From an optimization exercise on the open Yosys and OpenROAD flow, aimed at small area; shortcuts taken in it are not production practice.
The RTL was checked by simulation tests, not by an equivalence proof against the original design.
Power figures rest on the tool's default switching activity, not on a simulated workload. The clock port is modelled as an ideal driver; clocking choices that lean on that would not hold on a real chip.

File: design/flow/config.mk
export PLATFORM = sky130hd
export DESIGN_NAME = rob_top
export DESIGN_NICKNAME = rob_top
export VERILOG_FILES = /design/flow/design.v
export SDC_FILE = /design/flow/constraint.sdc
export NUM_CORES = 4
export LEC_CHECK = 0
export CAP_MARGIN = 5
export CORE_MARGIN = 2
export CORE_UTILIZATION = 60
export PLACE_DENSITY = 0.7
export SLEW_MARGIN = 5
export SYNTH_HIERARCHICAL = 1
File: design/flow/constraint.sdc
create_clock -name core_clock -period 5.0 [get_ports {clk}]
set_input_delay 1.0000 -clock core_clock [delete_from_list [all_inputs] [get_ports {clk}]]
set_output_delay 1.0000 -clock core_clock [all_outputs]
set_load 0.01 [all_outputs]
File: design/flow/design.v
package rob_cfg_pkg;
  localparam int rob_depth       = 8;
  localparam int rob_index_width = 3;
  typedef logic [rob_index_width-1:0] rob_index_t;
  typedef logic [rob_index_width:0] rob_ptr_t;
endpackage
package rob_entry_pkg;
  localparam int addr_width     = 32;
  localparam int data_width     = 32;
  localparam int reg_addr_width = 5;
  localparam int exc_code_width = 5;
  typedef logic [addr_width-1:0]     addr_t;
  typedef logic [data_width-1:0]     data_t;
  typedef logic [reg_addr_width-1:0] reg_addr_t;
  typedef logic [exc_code_width-1:0] exc_code_t;
  localparam int entry_width = 2 + reg_addr_width + data_width + exc_code_width + addr_width;
  typedef struct packed {
    logic      done;
    logic      reg_write_en;
    reg_addr_t reg_addr;
    data_t     result;
    exc_code_t exc_code;
    addr_t     pc;
  } rob_entry_t;
endpackage
`timescale 1ns/1ps
module rob_ptr_ctrl (
  input  logic                    clk,
  input  logic                    rst,
  input  logic                    write_en,
  input  logic                    read_en,
  input  logic                    commit_en,
  input  logic                    update_en,
  input  logic                    erase_en,
  input  rob_cfg_pkg::rob_index_t update_addr,
  input  rob_cfg_pkg::rob_index_t erase_addr,
  output logic                    can_write,
  output logic                    can_read,
  output logic                    can_commit,
  output rob_cfg_pkg::rob_index_t issue_tag,
  output rob_cfg_pkg::rob_index_t commit_tag,
  output logic                    ptr_wr_en,
  output rob_cfg_pkg::rob_index_t ptr_wr_index,
  output rob_cfg_pkg::rob_index_t ptr_issue_index,
  output rob_cfg_pkg::rob_index_t ptr_commit_index,
  input  logic                    ptr_head_done
);
  localparam int iw    = rob_cfg_pkg::rob_index_width;
  localparam int depth = rob_cfg_pkg::rob_depth;
  rob_cfg_pkg::rob_index_t head;
  rob_cfg_pkg::rob_index_t tail;
  rob_cfg_pkg::rob_index_t rdp;
  logic                    full;
  logic                    all_issued;
  logic empty;
  logic do_alloc;
  logic do_read;
  logic do_commit;
  logic wr_en;
  rob_cfg_pkg::rob_index_t wr_index;
  rob_cfg_pkg::rob_index_t rd_inc;
  logic                    all_full;    
  logic                    cut_issued;  
  logic                    reach_cut;   
  function automatic rob_cfg_pkg::rob_index_t inc3(input rob_cfg_pkg::rob_index_t x, input logic c);
    inc3 = {x[2] ^ (c & x[1] & x[0]), x[1] ^ (c & x[0]), x[0] ^ c};
  endfunction
  function automatic logic lt3(input rob_cfg_pkg::rob_index_t a, input rob_cfg_pkg::rob_index_t b);
    lt3 = (!a[2] && b[2]) ||
          ((a[2] == b[2]) && ((!a[1] && b[1]) || ((a[1] == b[1]) && !a[0] && b[0])));
  endfunction
  assign empty      = (head == tail) && !full;
  assign can_write  = !full;
  assign can_read   = !all_issued;
  assign can_commit = !empty && ptr_head_done;
  assign do_alloc  = write_en && !full && !erase_en;
  assign do_read   = read_en && !all_issued;
  assign do_commit = commit_en && can_commit;
  assign wr_en    = do_alloc || update_en;
  assign wr_index = do_alloc ? tail : update_addr;
  assign issue_tag  = rdp;
  assign commit_tag = head;
  assign ptr_wr_en        = wr_en;
  assign ptr_wr_index     = wr_index;
  assign ptr_issue_index  = rdp;
  assign ptr_commit_index = head;
  always_comb begin
    rd_inc     = inc3(rdp, do_read);
    all_full   = full && all_issued;
    if (!lt3(rdp, head)) cut_issued = !lt3(erase_addr, head) && lt3(erase_addr, rdp);
    else                 cut_issued = !lt3(erase_addr, head) || lt3(erase_addr, rdp);
    reach_cut  = all_full || cut_issued || (erase_addr == rdp) || (erase_addr == rd_inc);
  end
  always_ff @(posedge clk) begin
    if (!rst) begin
      head       <= '0;
      tail       <= '0;
      rdp        <= '0;
      full       <= 1'b0;
      all_issued <= 1'b1;
    end else begin
      head <= inc3(head, do_commit);
      if (erase_en) begin
        tail       <= erase_addr;
        rdp        <= reach_cut ? erase_addr : rd_inc;
        full       <= 1'b0;
        all_issued <= reach_cut;
      end else begin
        tail       <= inc3(tail, do_alloc);
        rdp        <= rd_inc;
        full       <= !do_commit && (full || (do_alloc && (inc3(tail, 1'b1) == head)));
        all_issued <= all_issued ? !do_alloc : (do_read && !do_alloc && (rd_inc == tail));
      end
    end
  end
endmodule
`timescale 1ns/1ps
module rob_slot #(
  parameter int W = 76
) (
  input  logic         clk,
  input  logic [W-1:0] d,
  input  logic         sel,
  input  logic         hold,
  output logic [W-1:0] q
);
  always_ff @(posedge clk) begin
    q <= (d & {W{sel}}) | (q & {W{hold}});
  end
endmodule
module rob_aoi222 #(
  parameter int W = 76
) (
  input  logic [W-1:0] a,
  input  logic [W-1:0] b,
  input  logic [W-1:0] c,
  input  logic         sa,
  input  logic         sb,
  input  logic         sc,
  output logic [W-1:0] y
);
  assign y = ~((a & {W{sa}}) | (b & {W{sb}}) | (c & {W{sc}}));
endmodule
module rob_aoi22 #(
  parameter int W = 76
) (
  input  logic [W-1:0] a,
  input  logic [W-1:0] b,
  input  logic         sa,
  input  logic         sb,
  output logic [W-1:0] y
);
  assign y = ~((a & {W{sa}}) | (b & {W{sb}}));
endmodule
module rob_fin (
  input  logic y0,
  input  logic y1,
  input  logic a,
  input  logic b,
  input  logic sa,
  input  logic sb,
  output logic y
);
  assign y = ~(y0 & y1 & ~((a & sa) | (b & sb)));
endmodule
module rob_nand3 #(
  parameter int W = 76
) (
  input  logic [W-1:0] a,
  input  logic [W-1:0] b,
  input  logic [W-1:0] c,
  output logic [W-1:0] y
);
  assign y = ~(a & b & c);
endmodule
module rob_rd_mux #(
  parameter int W = 76
) (
  input  logic [7:0][W-1:0] e,
  input  logic [7:0]        sel,
  output logic [W-1:0]      y
);
  for (genvar b = 0; b < W; b++) begin : g_bit
    logic y0, y1, y2;
    rob_aoi222 #(.W(1)) u_g0 (.a(e[0][b]), .b(e[1][b]), .c(e[2][b]), .sa(sel[0]), .sb(sel[1]), .sc(sel[2]), .y(y0));
    rob_aoi222 #(.W(1)) u_g1 (.a(e[3][b]), .b(e[4][b]), .c(e[5][b]), .sa(sel[3]), .sb(sel[4]), .sc(sel[5]), .y(y1));
    rob_fin u_or (.y0(y0), .y1(y1), .a(e[6][b]), .b(e[7][b]), .sa(sel[6]), .sb(sel[7]), .y(y[b]));
  end
endmodule
module rob_wr_dec (
  input  logic                                en,
  input  rob_cfg_pkg::rob_index_t             idx,
  output logic [rob_cfg_pkg::rob_depth-1:0]  sel,
  output logic [rob_cfg_pkg::rob_depth-1:0]  hold
);
  always_comb begin
    for (int i = 0; i < rob_cfg_pkg::rob_depth; i++) begin
      sel[i]  = en && (idx == i[rob_cfg_pkg::rob_index_width-1:0]);
      hold[i] = !sel[i];
    end
  end
endmodule
module rob_rd_dec (
  input  rob_cfg_pkg::rob_index_t             idx,
  output logic [rob_cfg_pkg::rob_depth-1:0]  sel
);
  always_comb begin
    for (int i = 0; i < rob_cfg_pkg::rob_depth; i++) begin
      sel[i] = (idx == i[rob_cfg_pkg::rob_index_width-1:0]);
    end
  end
endmodule
module rob_entry_array (
  input  logic                      clk,
  input  logic                      rst,
  input  rob_entry_pkg::rob_entry_t wr_data,
  output rob_entry_pkg::rob_entry_t issue_entry,
  output rob_entry_pkg::rob_entry_t commit_entry,
  input  logic                      ptr_wr_en,
  input  rob_cfg_pkg::rob_index_t   ptr_wr_index,
  input  rob_cfg_pkg::rob_index_t   ptr_issue_index,
  input  rob_cfg_pkg::rob_index_t   ptr_commit_index,
  output logic                      ptr_head_done
);
  localparam int depth = rob_cfg_pkg::rob_depth;
  localparam int ew    = rob_entry_pkg::entry_width;
  localparam int iw    = rob_entry_pkg::exc_code_width + rob_entry_pkg::addr_width;
  localparam int lw    = ew / 2;
  localparam int hw    = ew - lw;
  logic [depth-1:0][lw-1:0] entries_lo;
  logic [depth-1:0][hw-1:0] entries_hi;
  logic [depth-1:0][iw-1:0] issue_words;
  logic [iw-1:0]            issue_low;
  logic [lw-1:0]            commit_lo;
  logic [hw-1:0]            commit_hi;
  logic [depth-1:0] wr_sel_lo, wr_hold_lo, wr_sel_hi, wr_hold_hi;
  logic [depth-1:0] commit_sel_lo, commit_sel_hi, issue_sel;
  rob_wr_dec u_wr_dec_lo (.en(ptr_wr_en), .idx(ptr_wr_index), .sel(wr_sel_lo), .hold(wr_hold_lo));
  rob_wr_dec u_wr_dec_hi (.en(ptr_wr_en), .idx(ptr_wr_index), .sel(wr_sel_hi), .hold(wr_hold_hi));
  rob_rd_dec u_commit_dec_lo (.idx(ptr_commit_index), .sel(commit_sel_lo));
  rob_rd_dec u_commit_dec_hi (.idx(ptr_commit_index), .sel(commit_sel_hi));
  rob_rd_dec u_issue_dec     (.idx(ptr_issue_index),  .sel(issue_sel));
  for (genvar i = 0; i < depth; i++) begin : g_slot
    rob_slot #(.W(lw)) u_slot_lo (
      .clk  (clk),
      .d    (wr_data[lw-1:0]),
      .sel  (wr_sel_lo[i]),
      .hold (wr_hold_lo[i]),
      .q    (entries_lo[i])
    );
    rob_slot #(.W(hw)) u_slot_hi (
      .clk  (clk),
      .d    (wr_data[ew-1:lw]),
      .sel  (wr_sel_hi[i]),
      .hold (wr_hold_hi[i]),
      .q    (entries_hi[i])
    );
    assign issue_words[i] = {entries_hi[i][iw-lw-1:0], entries_lo[i]};
  end
  rob_rd_mux #(.W(lw)) u_commit_mux_lo (.e(entries_lo),  .sel(commit_sel_lo), .y(commit_lo));
  rob_rd_mux #(.W(hw)) u_commit_mux_hi (.e(entries_hi),  .sel(commit_sel_hi), .y(commit_hi));
  rob_rd_mux #(.W(iw)) u_issue_mux     (.e(issue_words), .sel(issue_sel),     .y(issue_low));
  assign commit_entry = {commit_hi, commit_lo};
  always_comb begin
    issue_entry          = '0;
    issue_entry.exc_code = issue_low[iw-1:rob_entry_pkg::addr_width];
    issue_entry.pc       = issue_low[rob_entry_pkg::addr_width-1:0];
  end
  assign ptr_head_done = commit_entry.done;
endmodule
`timescale 1ns/1ps
module rob_top (
  input  logic                     clk,
  input  logic                     rst,
  input  logic                     write_en,
  input  logic                     read_en,
  input  logic                     update_en,
  input  logic                     commit_en,
  input  logic                     erase_en,
  input  rob_cfg_pkg::rob_index_t  update_addr,
  input  rob_cfg_pkg::rob_index_t  erase_addr,
  input  logic                     in_done,
  input  logic                     in_reg_write_en,
  input  rob_entry_pkg::reg_addr_t in_reg_addr,
  input  rob_entry_pkg::data_t     in_result,
  input  rob_entry_pkg::exc_code_t in_exc_code,
  input  rob_entry_pkg::addr_t     in_pc,
  output logic                     can_write,
  output logic                     can_read,
  output logic                     can_commit,
  output rob_cfg_pkg::rob_index_t  issue_tag,
  output rob_entry_pkg::addr_t     issue_pc,
  output rob_entry_pkg::exc_code_t issue_exc_code,
  output rob_cfg_pkg::rob_index_t  commit_tag,
  output logic                     commit_reg_write_en,
  output rob_entry_pkg::reg_addr_t commit_reg_addr,
  output rob_entry_pkg::data_t     commit_result,
  output rob_entry_pkg::exc_code_t commit_exc_code,
  output rob_entry_pkg::addr_t     commit_pc
);
  rob_entry_pkg::rob_entry_t wr_data;
  rob_entry_pkg::rob_entry_t issue_entry;
  rob_entry_pkg::rob_entry_t commit_entry;
  logic                    ptr_wr_en;
  rob_cfg_pkg::rob_index_t ptr_wr_index;
  rob_cfg_pkg::rob_index_t ptr_issue_index;
  rob_cfg_pkg::rob_index_t ptr_commit_index;
  logic                    ptr_head_done;
  assign wr_data.done         = in_done;
  assign wr_data.reg_write_en = in_reg_write_en;
  assign wr_data.reg_addr     = in_reg_addr;
  assign wr_data.result       = in_result;
  assign wr_data.exc_code     = in_exc_code;
  assign wr_data.pc           = in_pc;
  rob_ptr_ctrl u_ptr_ctrl (
    .clk         (clk),
    .rst         (rst),
    .write_en    (write_en),
    .read_en     (read_en),
    .commit_en   (commit_en),
    .update_en   (update_en),
    .erase_en    (erase_en),
    .update_addr (update_addr),
    .erase_addr  (erase_addr),
    .can_write   (can_write),
    .can_read    (can_read),
    .can_commit  (can_commit),
    .issue_tag   (issue_tag),
    .commit_tag  (commit_tag),
    .ptr_wr_en        (ptr_wr_en),
    .ptr_wr_index     (ptr_wr_index),
    .ptr_issue_index  (ptr_issue_index),
    .ptr_commit_index (ptr_commit_index),
    .ptr_head_done    (ptr_head_done)
  );
  rob_entry_array u_entry_array (
    .clk          (clk),
    .rst          (rst),
    .wr_data      (wr_data),
    .issue_entry  (issue_entry),
    .commit_entry (commit_entry),
    .ptr_wr_en        (ptr_wr_en),
    .ptr_wr_index     (ptr_wr_index),
    .ptr_issue_index  (ptr_issue_index),
    .ptr_commit_index (ptr_commit_index),
    .ptr_head_done    (ptr_head_done)
  );
  assign issue_pc       = issue_entry.pc;
  assign issue_exc_code = issue_entry.exc_code;
  assign commit_reg_write_en = commit_entry.reg_write_en;
  assign commit_reg_addr     = commit_entry.reg_addr;
  assign commit_result       = commit_entry.result;
  assign commit_exc_code     = commit_entry.exc_code;
  assign commit_pc           = commit_entry.pc;
endmodule
File: design/flow/flow/run.sh
#!/bin/bash
# the standard layout, with two changes:
#  - ports are buffered with the smallest buffer instead of clkdlybuf4s50_1
#  - clock tree: large sink clusters on clkbuf_16, no dummy loads
export BUFFER_PORTS_ARGS="-buffer_cell sky130_fd_sc_hd__buf_1"
export CTS_ARGS="-sink_clustering_enable -repair_clock_nets -dont_use_dummy_load -sink_clustering_size 30 -sink_clustering_max_diameter 80 -buf_list sky130_fd_sc_hd__clkbuf_16"
bash standard.sh > standard.log 2>&1
File: design/flow/standard.sh
#!/bin/bash
# synth_recipe.tcl (not shown) runs the flow's synth.tcl, then flattens the netlist and writes it again
# the make line also repeats each setting of config.mk as NAME=value (left out here)
make -C /OpenROAD-flow-scripts/flow DESIGN_CONFIG=/design/flow/config.mk WORK_HOME=/design/flow/orfs CLKGATE_MAP_FILE= SYNTH_SCRIPT=/design/flow/synth_recipe.tcl "${@:-finish}"
==> impl_summary.txt, run 1 <==
----------------------------------------------------
[Setup path]
  Sort of element at the end of the critical path ... output port
  Crit Reg-Reg Startpoint ... u_ptr_ctrl.full$_SDFF_PP0_
  Required time at the worst-slack endpoint ... 4000 ps
  Cell with the biggest individual delay on the critical path ... sky130_fd_sc_hd__and3_2
  Maximum net fanout on the critical path ... 38
  Worst path top cell family by delay ... simple AND/OR/NAND/NOR gates
  Crit Path Class ... reg -> out
  CP startpoint kind ... flip-flop
  Critical path startpoint ... u_ptr_ctrl.head[2]$_SDFF_PN0_
  Worst Path Buf+Inv ... 1
  Maximum cell stage delay along the critical path ... 1150 ps
  Crit path cell chain ... and3_2 > a22oi_1 > nand3_1 > buf_1
  Arrival time at the worst endpoint ... 3340 ps

[Timing]
  Unrepaired setup endpoints after global routing ... no
  Worst Max-Slew Pin Slew ... 1190 ps
  Setup slack after layout ... 657 ps
  Final-report setup violation count ... 0
  Crit path time final ... 4340 ps
  Summed negative setup slack over all endpoints ... 0 ps
  Setup Skew ... 31.7 ps
  Number of endpoints with negative hold slack in the final report ... 0
  Maximum clock frequency ... 0.230 GHz
  Number of pins with negative max-slew slack in the final report ... 0
  Share of the clock period used by the worst path after layout ... 86.9%
  Tightest slew margin relative to the limit ... 20.5%

[CTS]
  CTS tree ... yes
  H-Tree Level Count ... 1
  Clock tree root buffer cell ... sky130_fd_sc_hd__clkbuf_16
  Setup Buffers After CTS ... 0
  Clock Latency Late Sink ... 610 ps
  Clock transition at path regs ... 110 ps
  Clock Tree Buf Depth ... 3
  Total clock buffers created by CTS ... 28
  Clock sink count ... 619
  Hold-fix buffers, CTS ... 0
  Number of cells upsized or downsized after cts ... 0

[Yosys]
  Synth warnings ... 12
  Synthesized area ... 23,900 µm²
  Post-synthesis net count ... 2,067
  Mean Syn Cell Area ... 12.2 µm²
  Synthesized instance count ... 1,968

[Place]
  Count of input and output buffers ... 209
  Setup slack after placement ... 924 ps
  Gpl congestion ... 0.855
  Post-detail-place hpwl ... 40,700 µm

[Global route]
  Overflow left after global routing ... 0
  Via count of the first global-routing pass ... 19.9k
  Number of antenna violations at the first check in global routing ... 9
  First-pass GRT wire length ... 116,000 µm
  Maximum number of pins on one net before global-route repair ... 39
  Global Route Usage Sum ... 35.2%

[Floorplan]
  Total core area ... 39,500 µm²
  Full die area ... 41,500 µm²
  Num ports ... 210
  Starting Density ... 60.5%
  Die X-Extent ... 204 µm
  Standard-cell rows ... 73
  Vertical die dimension ... 204 µm

[Power and ir drop]
  Largest vdd supply drop ... 0.325 mV
  Power density relative to cell area ... 515 nW/µm²
  PnR Total Power ... 13.0 mW
  Leakage ... 10.3 nW

[Hold path]
  Worst min-delay path category ... reg -> reg
  Startpoint of the tightest hold check path ... u_entry_array.g_slot[6].u_slot_hi.q[26]$_DFF_P_

[Cells and area]
  Footprint of the multi-input gates ... 10,300 µm²
  Layout Area Growth over Synthesis ... 5.20%
  Total number of nets in the final design ... 2,200
  Proportion of layout cells with a drive suffix above 1 ... 5.67%
  Filler Cells Inserted ... 3,190
  Reg area ... 12,400 µm²

[Route]
  Violation count after the first detailed-route iteration ... 3,507
  Average wire per standard cell ... 29.0 µm
  Post-detailed-route count of antenna-violating nets ... 0
  Final wirelength ... 76,500 µm
  Vias post-DR ... 20.4k
  Residual DRC count ... 0
  Total iterations of the first detailed-routing run ... 10
  Vias per cell ... 7.77

[Outcome]
  Outcome ... complete, no violations

[Flow run]
  Number of max-capacitance violations reported ... 0

----------------------------------------------------
[final timing paths]
kind / end / slack [ps] / cells after the start
max: commit_pc[0] / 660 / 4
min reg2reg: u_entry_array.g_slot[6].u_slot_hi.q[26]$_DFF_P_ / 470 / 1
max reg2reg: u_entry_array.g_slot[0].u_slot_lo.q[18]$_DFF_P_ / 1640 / 5
min: u_entry_array.g_slot[6].u_slot_hi.q[26]$_DFF_P_ / 470 / 1
[through the flow]
| stage | hold WS [ps] | instance area [µm²] | utilization (%) | instances |
|---|---|---|---|---|
| after global placement | 451 | 24400 | 61.8 | 2596 |
| after CTS | 476 | 25100 | 63.6 | 2624 |
| after global routing | 484 | 25100 | 63.6 | 2627 |
| final | 474 | 25200 | 63.6 | 2632 |
| after detailed placement | 452 | 24400 | 61.8 | 2596 |
| after floorplan | 439 | 23900 | - | 1968 |
[area by class of cell]
cell class	count	area share [%]
Sequential cell	619	49.2
Multi-Input combinational cell	1196	40.8
Timing Repair Buffer	248	4.33
Clock buffer	28	2.78
Tap cell	525	2.61
Inverter	8	0.119
Antenna cell	8	0.0796
[sequential cells by signal, summed over array words and instances (netlist names)]
name and count:
u_entry_array.g_slot.u_slot_hi.q 304, u_entry_array.g_slot.u_slot_lo.q 304, u_ptr_ctrl.all_issued 1, u_ptr_ctrl.full 1, u_ptr_ctrl.head 3, u_ptr_ctrl.rdp 3
u_ptr_ctrl.tail 3
[placed cells by master, fill, tap and decap left out, types with 3 or more instances in the layout]
cell,instances
sky130_fd_sc_hd__a222oi_1,226
sky130_fd_sc_hd__inv_1,8
sky130_fd_sc_hd__clkbuf_16,28
sky130_fd_sc_hd__a22o_1,608
sky130_fd_sc_hd__and2_1,4
sky130_fd_sc_hd__nor3_2,3
sky130_fd_sc_hd__nand4b_1,9
sky130_fd_sc_hd__nor3b_2,9
sky130_fd_sc_hd__a22oi_1,113
sky130_fd_sc_hd__mux2i_1,4
sky130_fd_sc_hd__and3_2,3
sky130_fd_sc_hd__dfxtp_1,619
sky130_fd_sc_hd__nand2_1,11
sky130_fd_sc_hd__mux2_2,3
sky130_fd_sc_hd__buf_4,38
sky130_fd_sc_hd__xor2_1,8
sky130_fd_sc_hd__nand4bb_2,6
sky130_fd_sc_hd__buf_1,209
sky130_fd_sc_hd__xnor2_1,10
sky130_fd_sc_hd__ha_1,10
sky130_fd_sc_hd__and3b_2,9
sky130_fd_sc_hd__a21oi_1,3
sky130_fd_sc_hd__nand3_1,116
sky130_fd_sc_hd__and4b_2,6
sky130_fd_sc_hd__diode_2,8
sky130_fd_sc_hd__and4bb_2,6
[worst reg2reg max path, cell delays in order (launching register included)]
cell and delay [ps]:
sky130_fd_sc_hd__dfxtp_1 350, sky130_fd_sc_hd__nand2b_1 170, sky130_fd_sc_hd__nor2_1 450, sky130_fd_sc_hd__mux2_2 630, sky130_fd_sc_hd__or4b_2 1250, sky130_fd_sc_hd__a22o_1 420
[power breakdown]
| group | switching (mW) | internal [mW] | leakage [nW] |
|---|---|---|---|
| Combinational | 1.57 | 1.48 | 4.77 |
| Sequential | 1.01 | 6.37 | 5.19 |
| Clock | 1.52 | 1.00 | 0.345 |
| Total | 4.09 | 8.86 | 10.3 |
[per-layer routing]
metal	routed length, µm	track usage (%)
met5	40	0
met2	35300	55.6
met3	7870	7.32
met1	30200	46.2
met4	3080	16.8
==> inputs of run 2 (changes only) <==
==> design/flow/flow/run.sh (replaced) <==
#!/bin/bash
# the standard layout, with two changes:
#  - ports are buffered with the smallest buffer instead of clkdlybuf4s50_1
#  - clock tree: large sink clusters on clkbuf_16, no dummy loads
export BUFFER_PORTS_ARGS="-buffer_cell sky130_fd_sc_hd__buf_1"
export CTS_ARGS="-sink_clustering_enable -repair_clock_nets -dont_use_dummy_load -sink_clustering_size 32 -sink_clustering_max_diameter 80 -buf_list sky130_fd_sc_hd__clkbuf_16"
bash standard.sh > standard.log 2>&1
--- a/design/flow/config.mk
+++ b/design/flow/config.mk
@@ -9,4 +9,4 @@
 export CORE_MARGIN = 2
-export CORE_UTILIZATION = 60
-export PLACE_DENSITY = 0.7
+export CORE_UTILIZATION = 75
+export PLACE_DENSITY = 0.85
 export SLEW_MARGIN = 5
==> impl_summary.txt, run 2 <==
----------------------------------------------------
[Hold path]
  Hold path depth ... 1 (unchanged)
  Worst min-delay path category ... reg -> reg
  Startpoint of the tightest hold check path ... u_entry_array.g_slot[1].u_slot_hi.q[32]$_DFF_P_
  Hold EP ... u_entry_array.g_slot[1].u_slot_hi.q[32]$_DFF_P_

[Yosys]
  Mean Syn Cell Area ... 12.2 µm² (unchanged)
  Synthesized area ... 23,900 µm² (unchanged)
  Post-synthesis net count ... 2,067 (unchanged)
  Synthesized instance count ... 1,968 (unchanged)
  Synth warnings ... 12 (unchanged)

[CTS]
  Hold-fix buffers, CTS ... 0 (unchanged)
  Clock Latency Late Sink ... 580 ps (-30 ps)
  Number of cells upsized or downsized after cts ... 0 (unchanged)
  Clock tree root buffer cell ... sky130_fd_sc_hd__clkbuf_16
  Clock sink count ... 619 (unchanged)
  CTS tree ... yes
  H-Tree Level Count ... 1 (unchanged)
  Clock Tree Buf Depth ... 3 (unchanged)
  Setup Buffers After CTS ... 0 (unchanged)
  Clock transition at path regs ... 110 ps (about the same)
  Total clock buffers created by CTS ... 24 (-14%)

[Route]
  Vias post-DR ... 21.0k (+2.6%)
  Final wirelength ... 74,000 µm (-3.2%)
  Post-detailed-route count of antenna-violating nets ... 0 (unchanged)
  Total iterations of the first detailed-routing run ... 19 (+9)
  Residual DRC count ... 0 (unchanged)
  Average wire per standard cell ... 29.6 µm (+1.8%)
  Violation count after the first detailed-route iteration ... 4,346 (+24%)
  Vias per cell ... 8.38 (+7.9%)

[Setup path]
  Crit Path Class ... reg -> out
  Crit Reg-Reg Startpoint ... u_ptr_ctrl.head[2]$_SDFF_PN0_
  Depth of the worst register-to-register path ... 8 (+3)
  Sort of element at the end of the critical path ... output port
  CP startpoint kind ... flip-flop
  Maximum net fanout on the critical path ... 25 (-34%)
  Critical R2R Capture ... u_ptr_ctrl.head[1]$_SDFF_PN0_
  Arrival time at the worst endpoint ... 3520 ps (+180 ps)
  FF-to-FF setup slack ... 1810 ps (+170 ps)
  Required time at the worst-slack endpoint ... 4000 ps (about the same)

[Timing]
  Maximum clock frequency ... 0.221 GHz (-3.9%)
  Setup Skew ... 37.7 ps (+5.96 ps)
  Crit path time final ... 4520 ps (+175 ps)
  Tightest slew margin relative to the limit ... 0.318% (-20 points)
  Worst Max-Slew Pin Slew ... 1490 ps (+295 ps)
  Unrepaired setup endpoints after global routing ... no
  Summed negative setup slack over all endpoints ... 0 ps (unchanged)
  Setup slack after layout ... 482 ps (-175 ps)
  Number of pins with negative max-slew slack in the final report ... 0 (unchanged)
  Final-report setup violation count ... 0 (unchanged)
  Share of the clock period used by the worst path after layout ... 90.4% (+3.5 points)
  Number of endpoints with negative hold slack in the final report ... 0 (unchanged)

[Floorplan]
  Starting Density ... 76.0% (+16 points)
  Num ports ... 210 (unchanged)
  Vertical die dimension ... 183 µm (-10%)
  Full die area ... 33,300 µm² (-20%)
  Die X-Extent ... 183 µm (-10%)
  Standard-cell rows ... 65 (-11%)
  Total core area ... 31,500 µm² (-20%)

[Place]
  Setup slack after placement ... 1290 ps (+362 ps)
  Count of input and output buffers ... 209 (unchanged)
  Post-detail-place hpwl ... 39,100 µm (-4.1%)
  Number of cells in the design after placement ... 2,474 (-4.7%)
  Total placed instance area ... 24,300 µm² (-0.65%)
  Gpl congestion ... 0.906 (+5.9%)

[Global route]
  Overflow left after global routing ... 0 (unchanged)
  Global Route Usage Sum ... 42.3% (+7.1 points)
  Number of antenna violations at the first check in global routing ... 4 (-5)
  Maximum number of pins on one net before global-route repair ... 39 (unchanged)
  Via count of the first global-routing pass ... 20.0k (+0.62%)
  First-pass GRT wire length ... 113,000 µm (-2.5%)

[Cells and area]
  Post-route insts no fill ... 2,503 (-4.9%)
  Proportion of layout cells with a drive suffix above 1 ... 5.44% (-0.23 points)
  Total number of nets in the final design ... 2,197 (-0.14%)
  Layout Area Growth over Synthesis ... 4.09%
  Layout Cell Area excl Fill ... 24,900 µm² (-1.1%)
  Most common cell after layout, fill and taps aside ... sky130_fd_sc_hd__dfxtp_1
  Highest-count cells in the layout ignoring fill and taps ... sky130_fd_sc_hd__dfxtp_1 (619), sky130_fd_sc_hd__a22o_1 (608), sky130_fd_sc_hd__a222oi_1 (226)
  Largest registers in the final layout ... u_entry_array.g_slot.u_slot_hi.q (304), u_entry_array.g_slot.u_slot_lo.q (304)

[Power and ir drop]
  Power density relative to cell area ... 512 nW/µm² (-0.56%)
  Leakage ... 10.3 nW (-0.47%)
  Largest vdd supply drop ... 0.331 mV (+1.8%)

[Outcome]
  Outcome ... complete, but fails checks
  Failing layout criteria ..... max-capacitance violations

[Flow run]
  Number of max-capacitance violations reported ... 1 (+1)

----------------------------------------------------
run 2: critical path: stages (launching register included):
cell and delay (ps):
sky130_fd_sc_hd__dfxtp_1 570, sky130_fd_sc_hd__nor3_2 1270, sky130_fd_sc_hd__buf_4 540, sky130_fd_sc_hd__a222oi_1 180, sky130_fd_sc_hd__nand3_1 140, sky130_fd_sc_hd__buf_1 230
run 2: per-layer routing:
layer / vias to the layer above / share of wire (%) / track usage [%] / routed length (µm)
li1: 8670 / - / - / -
met1: 10175 / 36 / 53.8 / 26400
met2: 1782 / 46 / 69.0 / 33800
met3: 349 / 13 / 8.22 / 9770
met4: 0 / 5.4 / 21.6 / 4000
met5: - / 0 / 0 / 0
run 2: final cells by class:
type                            count  area, µm²
Inverter                            8       30.0
Timing Repair Buffer              249       1080
Antenna cell                        5       12.5
Clock buffer                       24        601
Tap cell                          402        503
Multi-Input combinational cell   1196      10300
Sequential cell                   619      12400
Fill cell                        2044       6580
run 2: worst max-delay path by stage:
stage,from,endpoint,slack [ps],cells past startpoint
final,u_ptr_ctrl.head[2]$_SDFF_PN0_,commit_result[4],480,5
after global routing,u_ptr_ctrl.head[2]$_SDFF_PN0_,commit_result[22],510,5
after floorplan,u_ptr_ctrl.head[1]$_SDFF_PN0_,can_commit,520,7
after detailed placement,erase_en,u_entry_array.g_slot[1].u_slot_lo.q[24]$_DFF_P_,1290,5
after CTS,u_ptr_ctrl.head[2]$_SDFF_PN0_,commit_result[27],720,5
after global placement,u_ptr_ctrl.head[2]$_SDFF_PN0_,commit_result[19],1410,5
run 2: through the flow:
step / total power [mW] / util [%] / hold slack [ps]
after floorplan: 9.32 / - / 439
after detailed placement: 10.4 / 77.1 / 453
after CTS: 12.6 / 79.1 / 485
after global routing: 13.2 / 79.1 / 495
after global placement: 10.2 / 77.1 / 451
final: 12.7 / 79.1 / 483
run 2: power breakdown:
part           switching (mW)  internal, mW
registers                1.03          6.37
clock network            1.43         0.868
logic                    1.56          1.49
total                    4.02          8.73
==> inputs of run 3 (changes only) <==
--- a/design/flow/design.v
+++ b/design/flow/design.v
@@ -238,5 +238,6 @@
   rob_wr_dec u_wr_dec_lo (.en(ptr_wr_en), .idx(ptr_wr_index), .sel(wr_sel_lo), .hold(wr_hold_lo));
-  rob_wr_dec u_wr_dec_hi (.en(ptr_wr_en), .idx(ptr_wr_index), .sel(wr_sel_hi), .hold(wr_hold_hi));
+  assign wr_sel_hi  = wr_sel_lo;
+  assign wr_hold_hi = wr_hold_lo;
   rob_rd_dec u_commit_dec_lo (.idx(ptr_commit_index), .sel(commit_sel_lo));
-  rob_rd_dec u_commit_dec_hi (.idx(ptr_commit_index), .sel(commit_sel_hi));
+  assign commit_sel_hi = commit_sel_lo;
   rob_rd_dec u_issue_dec     (.idx(ptr_issue_index),  .sel(issue_sel));
==> impl_summary.txt, run 3 <==
----------------------------------------------------
[CTS]
  CTS tree ... yes
  Clock Tree Buf Depth ... 3 (unchanged)
  Hold-fix buffers, CTS ... 0 (unchanged)
  Number of cells upsized or downsized after cts ... 0 (unchanged)
  Setup Buffers After CTS ... 0 (unchanged)
  Clock sink count ... 619 (unchanged)
  Total clock buffers created by CTS ... 24 (unchanged)
  Clock transition at path regs ... 90 ps (-20 ps)
  Clock tree root buffer cell ... sky130_fd_sc_hd__clkbuf_16
  Clock Latency Late Sink ... 580 ps (about the same)
  H-Tree Level Count ... 1 (unchanged)

[Setup path]
  Required time at the worst-slack endpoint ... 4000 ps (about the same)
  Maximum net fanout on the critical path ... 23 (-8.0%)
  Crit Path Class ... reg -> out
  Maximum cell stage delay along the critical path ... 1000 ps (-270 ps)
  Cell with the biggest individual delay on the critical path ... sky130_fd_sc_hd__nor3b_4
  FF-to-FF setup slack ... 1670 ps (-140 ps)
  Sort of element at the end of the critical path ... output port
  Crit path cell chain ... nor3b_4 > buf_4 > a222oi_1 > nand3_1 > buf_1
  CP startpoint kind ... flip-flop
  Arrival time at the worst endpoint ... 3350 ps (-170 ps)

[Outcome]
  Outcome ... complete, no violations

[Global route]
  Number of antenna violations at the first check in global routing ... 8 (+4)
  Maximum number of pins on one net before global-route repair ... 77 (+97%)
  Overflow left after global routing ... 0 (unchanged)
  Global Route Usage Sum ... 43.7% (+1.3 points)
  First-pass GRT wire length ... 115,000 µm (+2.0%)
  Via count of the first global-routing pass ... 20.3k (+1.3%)

[Cells and area]
  Total number of nets in the final design ... 2,178 (-0.86%)
  Post-route insts no fill ... 2,487 (-0.64%)
  Layout Cell Area excl Fill ... 24,900 µm² (-0.17%)
  Proportion of layout cells with a drive suffix above 1 ... 4.86% (-0.58 points)
  Final core area utilization ... 79.4% (+0.28 points)
  Filler Cells Inserted ... 2,028 (-0.78%)
  Highest-count cells in the layout ignoring fill and taps ... sky130_fd_sc_hd__dfxtp_1 (619), sky130_fd_sc_hd__a22o_1 (608), sky130_fd_sc_hd__a222oi_1 (226)
  Layout Area Growth over Synthesis ... 5.02%
  Most common cell after layout, fill and taps aside ... sky130_fd_sc_hd__dfxtp_1
  Largest registers in the final layout ... u_entry_array.g_slot.u_slot_hi.q (304), u_entry_array.g_slot.u_slot_lo.q (304)

[Power and ir drop]
  Largest vdd supply drop ... 0.326 mV (-1.7%)
  Leakage ... 10.2 nW (-0.47%)
  Power density relative to cell area ... 515 nW/µm² (+0.68%)
  PnR Total Power ... 12.8 mW (+0.51%)

[Yosys]
  Synthesized instance count ... 1,940 (-1.4%)
  Synth warnings ... 12 (unchanged)
  Synthesized area ... 23,700 µm² (-1.1%)
  Post-synthesis net count ... 2,039 (-1.4%)
  Mean Syn Cell Area ... 12.2 µm² (+0.37%)

[Route]
  Final wirelength ... 75,800 µm (+2.5%)
  Vias post-DR ... 21.0k (+0.35%)
  Residual DRC count ... 0 (unchanged)
  Post-detailed-route count of antenna-violating nets ... 0 (unchanged)
  Average wire per standard cell ... 30.5 µm (+3.1%)
  Vias per cell ... 8.46 (+0.99%)
  Violation count after the first detailed-route iteration ... 4,257 (-2.0%)
  Highest metal used ... met5
  Total iterations of the first detailed-routing run ... 13 (-6)
  Amount of wire on met2 after detailed routing ... 33,300 µm (-1.4%)
  Detailed-routed wire length on met3 ... 10,500 µm (+7.3%)
  Metal-1 WL ... 27,900 µm (+5.5%)

[Timing]
  Setup Skew ... 33.3 ps (-4.44 ps)
  Crit path time final ... 4350 ps (-167 ps)
  Summed negative setup slack over all endpoints ... 0 ps (unchanged)
  Number of pins with negative max-slew slack in the final report ... 0 (unchanged)
  Setup slack after layout ... 649 ps (+167 ps)
  Tightest slew margin relative to the limit ... 13.4% (+13 points)
  Maximum clock frequency ... 0.230 GHz (+3.8%)
  Unrepaired setup endpoints after global routing ... no
  Number of endpoints with negative hold slack in the final report ... 0 (unchanged)
  Final hold slack ... 481 ps (-2.26 ps)
  Share of the clock period used by the worst path after layout ... 87.0% (-3.3 points)
  Final-report setup violation count ... 0 (unchanged)
  Worst Max-Slew Pin Slew ... 1300 ps (-188 ps)

[Floorplan]
  Vertical die dimension ... 182 µm (-0.52%)
  Total core area ... 31,300 µm² (-0.52%)
  Starting Density ... 75.6% (-0.41 points)
  Standard-cell rows ... 65 (unchanged)
  Num ports ... 210 (unchanged)
  Full die area ... 33,000 µm² (-1.0%)
  Die X-Extent ... 182 µm (-0.52%)

[Hold path]
  Worst min-delay path category ... reg -> reg

[Place]
  Post-detail-place hpwl ... 40,400 µm (+3.3%)
  Gpl congestion ... 0.851 (-6.0%)
  Total placed instance area ... 24,200 µm² (-0.21%)
  Number of cells in the design after placement ... 2,455 (-0.77%)
  Count of input and output buffers ... 209 (unchanged)
  Setup slack after placement ... 1080 ps (-209 ps)

[Flow run]
  Number of max-capacitance violations reported ... 0 (-1)

----------------------------------------------------
run 3: worst paths after layout:
check	start	to	depth (start not counted)
worst min register to register	u_entry_array.g_slot[4].u_slot_hi.q[9]$_DFF_P_	u_entry_array.g_slot[4].u_slot_hi.q[9]$_DFF_P_	1
worst max-delay path	u_ptr_ctrl.head[1]$_SDFF_PN0_	commit_result[1]	5
worst max register to register	u_ptr_ctrl.full$_SDFF_PP0_	u_entry_array.g_slot[2].u_slot_hi.q[25]$_DFF_P_	6
worst min-delay path	u_entry_array.g_slot[4].u_slot_hi.q[9]$_DFF_P_	u_entry_array.g_slot[4].u_slot_hi.q[9]$_DFF_P_	1
run 3: critical path: cells and delay by family, from the launching register on:
family                 cells  cell delay, ps
and+or+nand+nor            2            1180
DFF                        1             820
AOI/OAI and AO/OA          1             150
buffers and inverters      2             640
run 3: final cells by class:
class	count	area, µm²	share of cell area [%]
diodes	8	20.0	0.0806
clock buffers	24	601	2.42
inverters	8	30.0	0.121
multi-input cells	1172	10100	40.6
flip-flops and latches	619	12400	49.9
well taps	402	503	2.02
repair buffers	254	1220	4.92
run 3: where the power goes:
group	switching [mW]	internal [mW]	leakage [nW]	total, mW
combinational	1.57	1.49	4.73	3.07
sequential	1.05	6.37	5.19	7.42
clock	1.45	0.869	0.296	2.32
total	4.07	8.73	10.2	12.8
run 3: per-layer routing:
| metal | up-vias | global-route usage [%] |
|---|---|---|
| met5 | - | 0 |
| met4 | 2 | 24.6 |
| met3 | 344 | 9.15 |
| met2 | 1902 | 67.6 |
| met1 | 10217 | 57.3 |
| li1 | 8584 | - |
==> inputs of run 4 (changes only) <==
--- a/design/flow/config.mk
+++ b/design/flow/config.mk
@@ -7,5 +7,6 @@
 export LEC_CHECK = 0
-export CAP_MARGIN = 5
+export CAP_MARGIN = 10
 export CORE_MARGIN = 2
 export CORE_UTILIZATION = 75
+export GPL_TIMING_DRIVEN = 0
 export PLACE_DENSITY = 0.85
==> impl_summary.txt, run 4 <==
----------------------------------------------------
[Outcome]
  Outcome ... complete, no violations

[Yosys]
  Synthesized area ... 23,700 µm² (unchanged)
  Synthesized instance count ... 1,940 (unchanged)
  Post-synthesis net count ... 2,039 (unchanged)
  Synth warnings ... 12 (unchanged)
  Mean Syn Cell Area ... 12.2 µm² (unchanged)

[Route]
  Vias per cell ... 8.29 (-2.1%)
  Total iterations of the first detailed-routing run ... 14 (+1)
  Average wire per standard cell ... 30.2 µm (-0.88%)
  Final wirelength ... 79,000 µm (+4.3%)
  Vias post-DR ... 21.7k (+3.0%)
  Post-detailed-route count of antenna-violating nets ... 0 (unchanged)
  Violation count after the first detailed-route iteration ... 4,464 (+4.9%)
  Residual DRC count ... 0 (unchanged)

[CTS]
  Clock Latency Late Sink ... 590 ps (about the same)
  H-Tree Level Count ... 1 (unchanged)
  Clock tree root buffer cell ... sky130_fd_sc_hd__clkbuf_16
  Total clock buffers created by CTS ... 25 (+4.2%)
  Clock sink count ... 619 (unchanged)
  CTS tree ... yes
  Setup Buffers After CTS ... 0 (unchanged)
  Clock Tree Buf Depth ... 3 (unchanged)
  Clock transition at path regs ... 110 ps (+20 ps)
  Hold-fix buffers, CTS ... 0 (unchanged)
  Number of cells upsized or downsized after cts ... 0 (unchanged)

[Timing]
  Maximum clock frequency ... 0.241 GHz (+5.0%)
  Tightest slew margin relative to the limit ... 12.4% (-0.97 points)
  Share of the clock period used by the worst path after layout ... 82.9% (-4.1 points)
  Unrepaired setup endpoints after global routing ... no
  Final hold slack ... 481 ps (+0.664 ps)
  Number of pins with negative max-slew slack in the final report ... 0 (unchanged)
  Worst Max-Slew Pin Slew ... 1310 ps (+14.6 ps)
  Crit path time final ... 4140 ps (-207 ps)
  Setup slack after layout ... 857 ps (+207 ps)
  Setup Skew ... 65.5 ps (+32.2 ps)
  Number of endpoints with negative hold slack in the final report ... 0 (unchanged)
  Final-report setup violation count ... 0 (unchanged)

[Floorplan]
  Full die area ... 33,000 µm² (unchanged)
  Num ports ... 210 (unchanged)
  Starting Density ... 75.6% (unchanged)
  Total core area ... 31,300 µm² (unchanged)
  Vertical die dimension ... 182 µm (unchanged)
  Standard-cell rows ... 65 (unchanged)
  Die X-Extent ... 182 µm (unchanged)

[Cells and area]
  Final core area utilization ... 83.8% (+4.4 points)
  Footprint of the multi-input gates ... 10000 µm² (-0.86%)
  Highest-count cells in the layout ignoring fill and taps ... sky130_fd_sc_hd__dfxtp_1 (619), sky130_fd_sc_hd__a22o_1 (608), sky130_fd_sc_hd__a222oi_1 (226)
  Total number of nets in the final design ... 2,310 (+6.1%)
  Filler Cells Inserted ... 1,764 (-13%)
  Most common cell after layout, fill and taps aside ... sky130_fd_sc_hd__dfxtp_1
  Largest registers in the final layout ... u_entry_array.g_slot.u_slot_hi.q (304), u_entry_array.g_slot.u_slot_lo.q (304)
  Proportion of layout cells with a drive suffix above 1 ... 10.1% (+5.2 points)
  Reg area ... 12,400 µm² (unchanged)
  Layout Area Growth over Synthesis ... 10.8%

[Hold path]
  Worst min-delay path category ... reg -> reg

[Global route]
  Overflow left after global routing ... 0 (unchanged)
  Maximum number of pins on one net before global-route repair ... 51 (-34%)
  Global Route Usage Sum ... 45.4% (+1.7 points)
  First-pass GRT wire length ... 118,000 µm (+2.6%)
  Number of antenna violations at the first check in global routing ... 4 (-4)
  Via count of the first global-routing pass ... 21.3k (+4.7%)

[Place]
  Gpl congestion ... 0.871 (+2.4%)
  Count of input and output buffers ... 208 (-0.48%)
  Setup slack after placement ... 1230 ps (+149 ps)
  Post-detail-place hpwl ... 49,100 µm (+22%)

[Power and ir drop]
  Largest vdd supply drop ... 0.356 mV (+9.2%)
  Leakage ... 11.0 nW (+7.7%)
  Power density relative to cell area ... 497 nW/µm² (-3.5%)

[Flow run]
  Number of max-capacitance violations reported ... 0 (unchanged)

[Setup path]
  Maximum cell stage delay along the critical path ... 1050 ps (+50 ps)
  Crit path cell chain ... buf_4 > and3_2 > a22oi_1 > nand3_1 > buf_1
  Required time at the worst-slack endpoint ... 4000 ps (about the same)
  Sort of element at the end of the critical path ... output port
  Arrival time at the worst endpoint ... 3140 ps (-210 ps)
  CP startpoint kind ... flip-flop
  Cell with the biggest individual delay on the critical path ... sky130_fd_sc_hd__and3_2
  Crit Path Class ... reg -> out
  Maximum net fanout on the critical path ... 37 (+61%)

----------------------------------------------------
[run 4: changes by cell type in the layout (fill, tap and decap cells not counted), sizes merged]
cell,delta
diode,-3
buf,+127
clkbuf,+5
[run 4: worst paths after layout]
| check | start | endpoint | slack [ps] | depth (start not counted) |
|---|---|---|---|---|
| worst min register to register | u_entry_array.g_slot[7].u_slot_hi.q[19]$_DFF_P_ | u_entry_array.g_slot[7].u_slot_hi.q[19]$_DFF_P_ | 480 | 1 |
| worst min-delay path | u_entry_array.g_slot[7].u_slot_hi.q[19]$_DFF_P_ | u_entry_array.g_slot[7].u_slot_hi.q[19]$_DFF_P_ | 480 | 1 |
| worst max register to register | u_ptr_ctrl.head[0]$_SDFF_PN0_ | u_ptr_ctrl.head[1]$_SDFF_PN0_ | 1860 | 11 |
| worst max-delay path | u_ptr_ctrl.rdp[1]$_SDFF_PN0_ | issue_pc[5] | 860 | 5 |
[run 4: final cells by class]
cell class              count  share of cell area, %
flip-flops and latches    619                   47.2
multi-input cells        1172                   38.1
repair buffers            244                   5.14
plain buffers             141                   5.04
clock buffers              25                   2.39
well taps                 402                   1.92
inverters                   8                  0.114
diodes                      5                 0.0477
[run 4: where the power goes]
group | switching [mW] | internal (mW)
registers | 1.05 | 6.37
logic | 1.63 | 1.62
clock network | 1.47 | 0.902
[run 4: worst max-delay path, delay by kind of cell (launching register included)]
kind / cells / cell delay, ps
compound gates: 1 / 250
buf+inv: 2 / 410
flops: 1 / 540
simple gates: 2 / 1320
[run 4: through the flow]
step                      cells  cell area, µm²  total power [mW]  setup TNS, ps
final                      2616           26200              13.0              0
after global routing       2613           26200              13.5              0
after CTS                  2611           26200              12.8              0
after detailed placement   2586           25600              10.6              0
after global placement     2550           25000              10.2        -241630
after floorplan            1940           23700              9.31              0
[run 4: per-layer routing]
metal / vias to the layer above / part of all wire, % / track usage (%)
li1: 8858 / - / -
met1: 10469 / 35 / 56.9
met2: 1928 / 45 / 72.8
met3: 423 / 13 / 8.99
met4: 0 / 6.1 / 27.4
met5: - / 0 / 0
==> inputs of run 5 (changes only) <==
--- a/design/flow/config.mk
+++ b/design/flow/config.mk
@@ -7,7 +7,6 @@
 export LEC_CHECK = 0
-export CAP_MARGIN = 10
+export CAP_MARGIN = 5
 export CORE_MARGIN = 2
-export CORE_UTILIZATION = 75
-export GPL_TIMING_DRIVEN = 0
-export PLACE_DENSITY = 0.85
+export CORE_UTILIZATION = 85
+export PLACE_DENSITY = 0.93
 export SLEW_MARGIN = 5
==> impl_summary.txt, run 5 <==
----------------------------------------------------
[Cells and area]
  Total number of nets in the final design ... 2,176 (-5.8%)
  Proportion of layout cells with a drive suffix above 1 ... 4.77% (-5.3 points)
  Largest registers in the final layout ... u_entry_array.g_slot.u_slot_hi.q (304), u_entry_array.g_slot.u_slot_lo.q (304)
  Layout Area Growth over Synthesis ... 4.74%
  Layout Cell Area excl Fill ... 24,800 µm² (-5.5%)
  Most common cell after layout, fill and taps aside ... sky130_fd_sc_hd__dfxtp_1
  Highest-count cells in the layout ignoring fill and taps ... sky130_fd_sc_hd__dfxtp_1 (619), sky130_fd_sc_hd__a22o_1 (608), sky130_fd_sc_hd__a222oi_1 (226)

[Global route]
  First-pass GRT wire length ... 117,000 µm (-0.96%)
  Maximum number of pins on one net before global-route repair ... 77 (+51%)
  Overflow left after global routing ... 0 (unchanged)
  Number of antenna violations at the first check in global routing ... 3 (-1)
  Global Route Usage Sum ... 50.8% (+5.4 points)
  Via count of the first global-routing pass ... 21.2k (-0.37%)

[CTS]
  CTS tree ... yes
  Number of cells upsized or downsized after cts ... 0 (unchanged)
  Setup Buffers After CTS ... 0 (unchanged)
  Clock transition at path regs ... 110 ps (about the same)
  Clock tree root buffer cell ... sky130_fd_sc_hd__clkbuf_16
  Total clock buffers created by CTS ... 23 (-8.0%)
  Hold-fix buffers, CTS ... 0 (unchanged)
  H-Tree Level Count ... 1 (unchanged)
  Clock Tree Buf Depth ... 3 (unchanged)
  Clock Latency Late Sink ... 570 ps (-20 ps)
  Clock sink count ... 619 (unchanged)

[Timing]
  Share of the clock period used by the worst path after layout ... 87.2% (+4.4 points)
  Maximum clock frequency ... 0.229 GHz (-5.0%)
  Worst Max-Slew Pin Slew ... 1270 ps (-42.6 ps)
  Summed negative setup slack over all endpoints ... 0 ps (unchanged)
  Tightest slew margin relative to the limit ... 15.3% (+2.8 points)
  Setup slack after layout ... 639 ps (-218 ps)
  Number of endpoints with negative hold slack in the final report ... 0 (unchanged)
  Final-report setup violation count ... 0 (unchanged)
  Unrepaired setup endpoints after global routing ... no
  Number of pins with negative max-slew slack in the final report ... 0 (unchanged)
  Crit path time final ... 4360 ps (+218 ps)
  Setup Skew ... 39.7 ps (-25.8 ps)

[Setup path]
  Critical path destination ... commit_result[27]
  Maximum net fanout on the critical path ... 18 (-51%)
  Critical R2R Capture ... u_ptr_ctrl.head[1]$_SDFF_PN0_
  Arrival time at the worst endpoint ... 3360 ps (+220 ps)
  FF-to-FF setup slack ... 1790 ps (-70 ps)
  Required time at the worst-slack endpoint ... 4000 ps (about the same)
  Crit Reg-Reg Startpoint ... u_ptr_ctrl.head[1]$_SDFF_PN0_
  Maximum cell stage delay along the critical path ... 1030 ps (-20 ps)
  Cell with the biggest individual delay on the critical path ... sky130_fd_sc_hd__nor3b_4
  Critical path startpoint ... u_ptr_ctrl.head[1]$_SDFF_PN0_
  Crit Path Class ... reg -> out
  Sort of element at the end of the critical path ... output port
  CP startpoint kind ... flip-flop
  Depth of the worst register-to-register path ... 8 (-3)
  Crit path cell chain ... nor3b_4 > buf_4 > a222oi_1 > nand3_1 > buf_1

[Place]
  Setup slack after placement ... 1300 ps (+73.5 ps)
  Post-detail-place hpwl ... 41,000 µm (-16%)
  Count of input and output buffers ... 209 (+0.48%)
  Gpl congestion ... 0.865 (-0.77%)
  Total placed instance area ... 24,200 µm² (-5.4%)

[Route]
  Residual DRC count ... 0 (unchanged)
  Total iterations of the first detailed-routing run ... 22 (+8)
  Vias per cell ... 8.89 (+7.2%)
  Average wire per standard cell ... 31.8 µm (+5.3%)
  Final wirelength ... 78,200 µm (-1.1%)
  Violation count after the first detailed-route iteration ... 5,601 (+25%)
  Vias post-DR ... 21.8k (+0.67%)
  Post-detailed-route count of antenna-violating nets ... 0 (unchanged)

[Yosys]
  Synthesized area ... 23,700 µm² (unchanged)
  Mean Syn Cell Area ... 12.2 µm² (unchanged)
  Synth warnings ... 12 (unchanged)
  Synthesized instance count ... 1,940 (unchanged)
  Post-synthesis net count ... 2,039 (unchanged)

[Floorplan]
  Standard-cell rows ... 61 (-6.2%)
  Full die area ... 29,200 µm² (-12%)
  Num ports ... 210 (unchanged)
  Vertical die dimension ... 171 µm (-5.9%)
  Starting Density ... 85.7% (+10 points)
  Total core area ... 27,600 µm² (-12%)
  Die X-Extent ... 171 µm (-5.9%)

[Flow run]
  Number of max-capacitance violations reported ... 0 (unchanged)

[Power and ir drop]
  Leakage ... 10.2 nW (-7.3%)
  Largest vdd supply drop ... 0.382 mV (+7.5%)
  Power density relative to cell area ... 521 nW/µm² (+4.8%)

[Outcome]
  Outcome ... complete, no violations

[Hold path]
  Worst min-delay path category ... reg -> reg

----------------------------------------------------
run 5: final cells by class:
cell class | instances | area [µm²]
Timing Repair Buffer | 253 | 1230
Fill cell | 1227 | 2840
Clock buffer | 23 | 576
Sequential cell | 619 | 12400
Multi-Input combinational cell | 1172 | 10100
Inverter | 8 | 30.0
Tap cell | 378 | 473
Antenna cell | 3 | 7.51
run 5: worst min-delay path by stage:
stage | startpoint | to | slack [ps] | cells past startpoint
after floorplan | u_entry_array.g_slot[0].u_slot_hi.q[0]$_DFF_P_ | u_entry_array.g_slot[0].u_slot_hi.q[0]$_DFF_P_ | 440 | 1
after global placement | u_entry_array.g_slot[3].u_slot_hi.q[7]$_DFF_P_ | u_entry_array.g_slot[3].u_slot_hi.q[7]$_DFF_P_ | 450 | 1
after detailed placement | u_entry_array.g_slot[3].u_slot_hi.q[17]$_DFF_P_ | u_entry_array.g_slot[3].u_slot_hi.q[17]$_DFF_P_ | 450 | 1
after CTS | u_entry_array.g_slot[0].u_slot_hi.q[4]$_DFF_P_ | u_entry_array.g_slot[0].u_slot_hi.q[4]$_DFF_P_ | 490 | 1
after global routing | u_entry_array.g_slot[3].u_slot_hi.q[8]$_DFF_P_ | u_entry_array.g_slot[3].u_slot_hi.q[8]$_DFF_P_ | 490 | 1
final | u_entry_array.g_slot[6].u_slot_hi.q[9]$_DFF_P_ | u_entry_array.g_slot[6].u_slot_hi.q[9]$_DFF_P_ | 480 | 1
run 5: metrics by stage:
| step | utilization (%) | instances | hold WS [ps] | total power [mW] |
|---|---|---|---|---|
| after global placement | 87.6 | 2430 | 452 | 10.2 |
| final | 89.7 | 2456 | 484 | 12.9 |
| after floorplan | - | 1940 | 439 | 9.31 |
| after detailed placement | 87.6 | 2430 | 453 | 10.4 |
| after global routing | 89.7 | 2456 | 494 | 13.3 |
| after CTS | 89.7 | 2453 | 485 | 12.7 |
run 5: metal layers:
metal  share of wire, %  global-route usage (%)  vias up  wire (µm)
met2                 44                    77.8     2486      34300
met1                 33                    63.5    10207      26000
met4                6.7                    33.9        0       5260
met5                  0                       0        -          0
met3                 16                    13.4      569      12600
li1                   -                       -     8561          -
run 5: power by group:
| group | total (mW) | leakage [nW] | switching (mW) | internal (mW) |
|---|---|---|---|---|
| Combinational | 3.15 | 4.73 | 1.66 | 1.49 |
| Clock | 2.28 | 0.283 | 1.45 | 0.836 |
| Sequential | 7.49 | 5.19 | 1.11 | 6.37 |
| Total | 12.9 | 10.2 | 4.22 | 8.70 |
run 5: critical path: cells and delay by family, from the launching register on:
family | cells | cell delay, ps
AND/OR/NAND/NOR | 2 | 1220
flip-flops | 1 | 810
buffers and inverters | 2 | 570
AO/OA/AOI/OAI | 1 | 170
==> inputs of run 6 (changes only) <==
--- a/design/flow/config.mk
+++ b/design/flow/config.mk
@@ -9,4 +9,4 @@
 export CORE_MARGIN = 2
-export CORE_UTILIZATION = 85
-export PLACE_DENSITY = 0.93
+export CORE_UTILIZATION = 80
+export PLACE_DENSITY = 0.9
 export SLEW_MARGIN = 5
==> impl_summary.txt, run 6 <==
----------------------------------------------------
[Power and ir drop]
  Power density relative to cell area ... 516 nW/µm² (-1.1%)
  Largest vdd supply drop ... 0.344 mV (-10%)
  Leakage ... 10.2 nW (-0.22%)
  PnR Total Power ... 12.8 mW (-1.2%)

[Timing]
  Unrepaired setup endpoints after global routing ... no
  Maximum clock frequency ... 0.240 GHz (+4.6%)
  Setup slack after layout ... 830 ps (+192 ps)
  Worst Max-Slew Pin Slew ... 1250 ps (-19.7 ps)
  Tightest slew margin relative to the limit ... 16.6% (+1.3 points)
  Setup Skew ... 36.1 ps (-3.69 ps)
  Share of the clock period used by the worst path after layout ... 83.4% (-3.8 points)
  Number of pins with negative max-slew slack in the final report ... 0 (unchanged)
  Summed negative setup slack over all endpoints ... 0 ps (unchanged)
  Crit path time final ... 4170 ps (-191 ps)
  Final-report setup violation count ... 0 (unchanged)
  Final hold slack ... 478 ps (-5.59 ps)
  Number of endpoints with negative hold slack in the final report ... 0 (unchanged)

[Floorplan]
  Die X-Extent ... 176 µm (+3.0%)
  Vertical die dimension ... 176 µm (+3.0%)
  Starting Density ... 81.8% (-3.9 points)
  Standard-cell rows ... 62 (+1.6%)
  Full die area ... 31,000 µm² (+6.1%)
  Total core area ... 28,900 µm² (+4.7%)
  Num ports ... 210 (unchanged)

[Global route]
  Overflow left after global routing ... 0 (unchanged)
  Grt met1 use ... 60.9% (-2.6 points)
  Routing layer with the top usage in global route ... met2
  Maximum number of pins on one net before global-route repair ... 77 (unchanged)
  Via count of the first global-routing pass ... 20.5k (-3.5%)
  M2 GR Usage ... 72.3% (-5.5 points)
  Global Route Usage Sum ... 46.3% (-4.5 points)
  First-pass GRT wire length ... 115,000 µm (-1.9%)
  Number of antenna violations at the first check in global routing ... 4 (+1)
  Met3 usage in global routing ... 10.7% (-2.7 points)

[CTS]
  Clock Latency Late Sink ... 580 ps (about the same)
  Clock sink count ... 619 (unchanged)
  Setup Buffers After CTS ... 0 (unchanged)
  Hold-fix buffers, CTS ... 0 (unchanged)
  Clock Tree Buf Depth ... 3 (unchanged)
  Total clock buffers created by CTS ... 23 (unchanged)
  Clock tree root buffer cell ... sky130_fd_sc_hd__clkbuf_16
  H-Tree Level Count ... 1 (unchanged)
  CTS tree ... yes
  Number of cells upsized or downsized after cts ... 0 (unchanged)
  Clock transition at path regs ... 100 ps (about the same)

[Flow run]
  Number of max-capacitance violations reported ... 0 (unchanged)

[Setup path]
  Maximum cell stage delay along the critical path ... 980 ps (-50 ps)
  Arrival time at the worst endpoint ... 3170 ps (-190 ps)
  Maximum net fanout on the critical path ... 23 (+5)
  CP startpoint kind ... flip-flop
  Worst path top cell family by delay ... simple AND/OR/NAND/NOR gates
  Depth of the worst register-to-register path ... 6 (-2)
  Sort of element at the end of the critical path ... output port
  Crit Path Class ... reg -> out
  Required time at the worst-slack endpoint ... 4000 ps (about the same)
  Crit path cell chain ... nor3_4 > buf_4 > a222oi_1 > nand3_1 > buf_1
  Worst Path Buf+Inv ... 2 (unchanged)
  Cell with the biggest individual delay on the critical path ... sky130_fd_sc_hd__nor3_4
  Crit. path cell count ... 5 (unchanged)

[Route]
  Average wire per standard cell ... 30.5 µm (-4.3%)
  Residual DRC count ... 0 (unchanged)
  Total iterations of the first detailed-routing run ... 14 (-36%)
  Vias post-DR ... 21.3k (-2.5%)
  Final wirelength ... 75,100 µm (-3.9%)
  Post-detailed-route count of antenna-violating nets ... 0 (unchanged)
  Vias per cell ... 8.64 (-2.8%)
  Violation count after the first detailed-route iteration ... 4,795 (-14%)

[Place]
  Total placed instance area ... 24,200 µm² (-0.15%)
  Count of input and output buffers ... 209 (unchanged)
  Gpl congestion ... 0.886 (+2.4%)
  Number of cells in the design after placement ... 2,435 (+0.21%)
  Post-detail-place hpwl ... 40,000 µm (-2.4%)
  Setup slack after placement ... 956 ps (-343 ps)

[Yosys]
  Post-synthesis net count ... 2,039 (unchanged)
  Synth warnings ... 12 (unchanged)
  Mean Syn Cell Area ... 12.2 µm² (unchanged)
  Synthesized area ... 23,700 µm² (unchanged)
  Synthesized instance count ... 1,940 (unchanged)

[Cells and area]
  Largest registers in the final layout ... u_entry_array.g_slot.u_slot_hi.q (304), u_entry_array.g_slot.u_slot_lo.q (304)
  Layout Area Growth over Synthesis ... 4.63%
  Total number of nets in the final design ... 2,175 (-0.046%)
  Layout Cell Area excl Fill ... 24,800 µm² (-0.11%)
  Highest-count cells in the layout ignoring fill and taps ... sky130_fd_sc_hd__dfxtp_1 (619), sky130_fd_sc_hd__a22o_1 (608), sky130_fd_sc_hd__a222oi_1 (226)
  Most common cell after layout, fill and taps aside ... sky130_fd_sc_hd__dfxtp_1
  Proportion of layout cells with a drive suffix above 1 ... 4.73% (-0.046 points)
  Final core area utilization ... 85.6% (-4.1 points)
  Filler Cells Inserted ... 1,571 (+28%)
  Post-route insts no fill ... 2,464 (+0.33%)

[Hold path]
  Worst min-delay path category ... reg -> reg
  Hold path depth ... 1 (unchanged)

[Outcome]
  Outcome ... complete, no violations

----------------------------------------------------
-- run 6: report_power, final --
part / switching [mW] / total, mW / internal [mW]
Sequential: 1.06 / 7.43 / 6.37
Clock: 1.44 / 2.28 / 0.836
Combinational: 1.57 / 3.06 / 1.49
Total: 4.07 / 12.8 / 8.70
-- run 6: per-layer routing --
metal | part of all wire (%) | up-vias
met2 | 44 | 2172
met5 | 0 | -
li1 | - | 8566
met4 | 5.0 | 0
met1 | 35 | 10190
met3 | 15 | 357
-- run 6: path summary, 6_finish.rpt --
kind	start	endpoint	slack (ps)
hold reg to reg	u_entry_array.g_slot[6].u_slot_hi.q[9]$_DFF_P_	u_entry_array.g_slot[6].u_slot_hi.q[9]$_DFF_P_	480
hold / removal	u_entry_array.g_slot[6].u_slot_hi.q[9]$_DFF_P_	u_entry_array.g_slot[6].u_slot_hi.q[9]$_DFF_P_	480
setup reg to reg	u_ptr_ctrl.full$_SDFF_PP0_	u_entry_array.g_slot[2].u_slot_hi.q[25]$_DFF_P_	1530
setup / recovery	u_ptr_ctrl.head[1]$_SDFF_PN0_	commit_pc[29]	830
-- run 6: final cells by class --
| class | instances | area, µm² | area share [%] |
|---|---|---|---|
| Multi-Input combinational cell | 1172 | 10100 | 40.7 |
| Antenna cell | 6 | 15.0 | 0.0606 |
| Inverter | 8 | 30.0 | 0.121 |
| Clock buffer | 23 | 576 | 2.32 |
| Timing Repair Buffer | 252 | 1180 | 4.78 |
| Sequential cell | 619 | 12400 | 50.0 |
| Tap cell | 384 | 480 | 1.94 |
-- run 6: worst reg2reg max path: stages, from the launching register on --
cell,delay [ps]
sky130_fd_sc_hd__dfxtp_1,350
sky130_fd_sc_hd__nand2b_1,170
sky130_fd_sc_hd__nor2_1,410
sky130_fd_sc_hd__mux2_2,540
sky130_fd_sc_hd__nand4bb_4,1090
sky130_fd_sc_hd__buf_4,580
sky130_fd_sc_hd__a22o_1,230

==> afterwards: timing with drivers on the ports <==
The flow's constraints put no driver on any port. The routed layouts listed below were extracted and timed again, unchanged, in two steps. Step 1, drivers: a clkbuf_16 drives clk and a buf_2 each remaining input, both assumed. Step 2 times the ports against the registers' clock, not the clock port: input delays grow and output delays shrink by t, the midpoint of the rising clock arrivals with the driver on. Slacks: ideal / step 1 / step 2; pairs: ideal / step 1.
| run | shift t [ns] | slack for setup (ns) | worst setup path at the end | latest minus earliest clock arrival (ns) | worst data-port slew with drivers (ns) |
|---|---|---|---|---|---|
| run 1 | 0.650 | 0.657 / 0.598 / 0.851 | input to register | 0.038 / 0.038 | 0.12 |
| run 2 | 0.615 | 0.482 / 0.427 / 1.042 | register to output | 0.039 / 0.039 | 0.11 |
| run 3 | 0.618 | 0.649 / 0.592 / 0.929 | input to register | 0.034 / 0.034 | 0.09 |
| run 4 | 0.621 | 0.857 / 0.798 / 1.107 | input to register | 0.065 / 0.065 | 0.09 |
| run 5 | 0.611 | 0.639 / 0.583 / 1.177 | input to register | 0.046 / 0.045 | 0.10 |
| run 6 | 0.618 | 0.830 / 0.774 / 0.737 | input to register | 0.037 / 0.036 | 0.10 |
The setup slack of run 6, which loses most, moves by -0.056 ns with the drivers and by -0.093 ns with both steps.
